From an optimization exercise on the open Yosys and OpenROAD flow, aimed at a short achievable clock period and few clock cycles; shortcuts taken in it are not production practice. The RTL was checked by simulation tests, not by an equivalence proof against the original design. Power and IR drop assume default switching activity.

== v6 ==
==> flow/design.v (excerpt) <==
module mipsCore
#(
  parameter int DATA_WIDTH = 32
) (
  input  logic                  clk,
  input  logic                  reset,
  output logic [DATA_WIDTH-1:0] pc,
  input  logic [31:0]           instr,
  output logic                  memWrite,
  output logic [DATA_WIDTH-1:0] aluOut,
  output logic [DATA_WIDTH-1:0] writeData,
  input  logic [DATA_WIDTH-1:0] readData
);
Size in the first run: ~1,500 flip-flops, roughly 160 I/O pins, ~0.079 mm² of cells after synthesis.
clock: 8.0 ns
lec_check: 0
abc_clock_period_in_ps: 2500
cap_margin: 20
core_margin: 2
core_utilization: 40
setup_slack_margin: 5
slew_margin: 20
tns_end_percent: 100
run.sh (not shown) runs the stock make flow with config.mk's settings and CLKGATE_MAP_FILE= SYNTH_SCRIPT=/design/flow/synth_recipe.tcl, a recipe that flattens the netlist after the stock synthesis.
Testbench counts of v6, summed over its fixed seeds: cycles 151,846.
diff inputs: v6 => v7
--- a/flow/design.v
+++ b/flow/design.v
@@ -315,33 +315,35 @@
       dMAluB <= (stall ? dEB : depMBF) && !isLoadE;
       dMLdA  <= (stall ? dEA : depMAF) && isLoadE;
       dMLdB  <= (stall ? dEB : depMBF) && isLoadE;
     end
   end
   assign loadUse    = isLoadE && (|aluD) && (dEA || (dEB && !aluSrcD));
-  assign branchLoad = branchD && isLoadE && (dEA != dEB);
-  assign stall      = loadUse || branchLoad;
+  assign branchLoad = 1'b0;
+  assign stall      = loadUse;
   assign opAD = dMAluA ? aluOutM : dMLdA ? readData : regAD;
   assign opBD = dMAluB ? aluOutM : dMLdB ? readData : regBD;
   logic            eqD, unresD, takenD, taken;
-  logic            eqRRD, eqMRD, eqRMD, eqRRE, eqMRE, eqRME;
+  logic            eqRRD, eqMRD, eqRMD, eqLRD, eqRLD, eqRRE, eqMRE, eqRME, eqLRE, eqRLE;
+  logic            bALE, bBLE;
   logic            unresE, guessE, branchNeE, bAAE, bBAE, eqE;
   logic [31:0]     altE;
   logic [31:0]     pcPlus4, pcTarget, nextTarget, branchTarget, jumpTarget;
   branchUnit u_brRRD (.a(regAD),   .b(regBD),   .equal(eqRRD));
   branchUnit u_brMRD (.a(aluOutM), .b(regBD),   .equal(eqMRD));
   branchUnit u_brRMD (.a(regAD),   .b(aluOutM), .equal(eqRMD));
-  assign eqD = (dMAluA && dMAluB) || (dMAluA && !dMAluB && eqMRD) ||
-               (!dMAluA && dMAluB && eqRMD) || (!dMAluA && !dMAluB && eqRRD);
-  logic ldA, ldB, sameD;
-  assign ldA    = dMLdA && !dEA;
-  assign ldB    = dMLdB && !dEB;
-  assign sameD  = (dEA && dEB) || (ldA && ldB);
-  assign unresD = branchD && !branchLoad && !sameD && (dEA || dEB || ldA || ldB);
+  branchUnit u_brLRD (.a(readData), .b(regBD),    .equal(eqLRD));
+  branchUnit u_brRLD (.a(regAD),    .b(readData), .equal(eqRLD));
+  logic mA, mB;
+  assign mA  = dMAluA || dMLdA;
+  assign mB  = dMAluB || dMLdB;
+  assign eqD = (mA && mB) || (dMAluA && !mB && eqMRD) || (!mA && dMAluB && eqRMD) ||
+               (dMLdA && !mB && eqLRD) || (!mA && dMLdB && eqRLD) || (!mA && !mB && eqRRD);
+  assign unresD = branchD && !branchLoad && (dEA != dEB);
   assign takenD = jumpD || (unresD && immD[15]) ||
-                  (branchD && !branchLoad && !unresD && ((sameD || eqD) ^ branchNeD));
+                  (branchD && !branchLoad && !unresD && (((dEA && dEB) || eqD) ^ branchNeD));
   logic [31:0] pcTgtR, pcSeqR, pcCur;
   logic        takenR;
   assign pcCur        = takenR ? pcTgtR : pcSeqR;
   assign pcPlus4      = takenR ? {pcTgtR[31:2] + 30'd1, 2'b00} : {pcSeqR[31:2] + 30'd1, 2'b00};
   assign branchTarget = {slotD + {{14{immD[15]}}, immD[15:0]}, 2'b00};
   assign jumpTarget   = {slotD[31:28], targetD, 2'b00};
@@ -426,14 +428,16 @@
     fAAE      <= fAD;
     fBAE      <= fBD;
     fSAE      <= dEB && !isLoadE;
     fSLE      <= dEB && isLoadE;
     guessE    <= immD[15];
     branchNeE <= branchNeD;
-    bAAE      <= branchD && dEA;
-    bBAE      <= branchD && dEB;
+    bAAE      <= branchD && dEA && !isLoadE;
+    bBAE      <= branchD && dEB && !isLoadE;
+    bALE      <= branchD && dEA && isLoadE;
+    bBLE      <= branchD && dEB && isLoadE;
     altE      <= immD[15] ? pcPlus4 : branchTarget;
   end
   logic [31:0] aluResE, addrE, storeDataE;
   aluUnit u_alu (
     .srcA(srcAE), .bx(bxE), .aluOutM(aluOutM), .aluOutMx(aluOutMx), .fAA(fAAE), .fBA(fBAE),
     .inv(invE), .selSum(selSumE), .selSlt(selSltE), .selSltu(selSltuE), .selTwice(selTwiceE),
@@ -441,14 +445,19 @@
     .addr(addrE)
   );
   assign storeDataE = fSAE ? aluOutM : fSLE ? readData : storeE;
   branchUnit u_brRRE (.a(srcAE),   .b(storeE),  .equal(eqRRE));
   branchUnit u_brMRE (.a(aluOutM), .b(storeE),  .equal(eqMRE));
   branchUnit u_brRME (.a(srcAE),   .b(aluOutM), .equal(eqRME));
-  assign eqE = (bAAE && bBAE) || (bAAE && !bBAE && eqMRE) || (!bAAE && bBAE && eqRME) ||
-               (!bAAE && !bBAE && eqRRE);
+  branchUnit u_brLRE (.a(readData), .b(storeE),   .equal(eqLRE));
+  branchUnit u_brRLE (.a(srcAE),    .b(readData), .equal(eqRLE));
+  logic eA, eB;
+  assign eA  = bAAE || bALE;
+  assign eB  = bBAE || bBLE;
+  assign eqE = (eA && eB) || (bAAE && !eB && eqMRE) || (!eA && bBAE && eqRME) ||
+               (bALE && !eB && eqLRE) || (!eA && bBLE && eqRLE) || (!eA && !eB && eqRRE);
   assign mispE = unresE && ((eqE ^ branchNeE) != guessE);
   always_ff @(posedge clk or posedge reset) begin
     if (reset) begin
       destM     <= '0;
       wrM       <= 1'b0;
       isLoadM   <= 1'b0;
## What came out
The tap cell instance count of v7 exceeds that of v6 by 16. v7 gives less routed length on met3 than v6 did. The total number of vias in v7 sits 1,807 above the value recorded for v6. Looking at minimum clock period after layout across v6 and v7, the one that comes out lower is v6. NOTE: worst hold slack in v7 falls short of that of v6. v7 gives more fraction of the cycle the final worst path needs than v6 did. In terms of share of power burned in the clock network, v7 and v6 differ only marginally.
Testbench counts of v7, summed over its fixed seeds: cycles 151,261.

afterwards: timing with drivers on the ports:
How much do the figures lean on ideal ports? The routed layouts below were timed once more, with nothing changed but the port constraints. Step 1: set_driving_cell puts a clkbuf_16 on clk and a buf_2 on each other input, an assumption about the parent block. Step 2 moves the port delays by t, midway between the first and last clock arrival at a register: inputs arrive t later, outputs are due t later. That takes back most of the time a late clock gives input paths. a / b / c = ideal / step 1 / step 2; a / b = the first two.
run | t (ns) | slack for setup (ns) | worst setup path at the end
v6 | 0.913 | 4.764 / 4.711 / 3.797 | input to register
v7 | 0.923 | 4.523 / 4.459 / 3.536 | input to register
After both steps every run listed still meets setup and hold. The setup slack of v7, which loses most, moves by -0.064 ns with the drivers and by -0.987 ns with both steps.
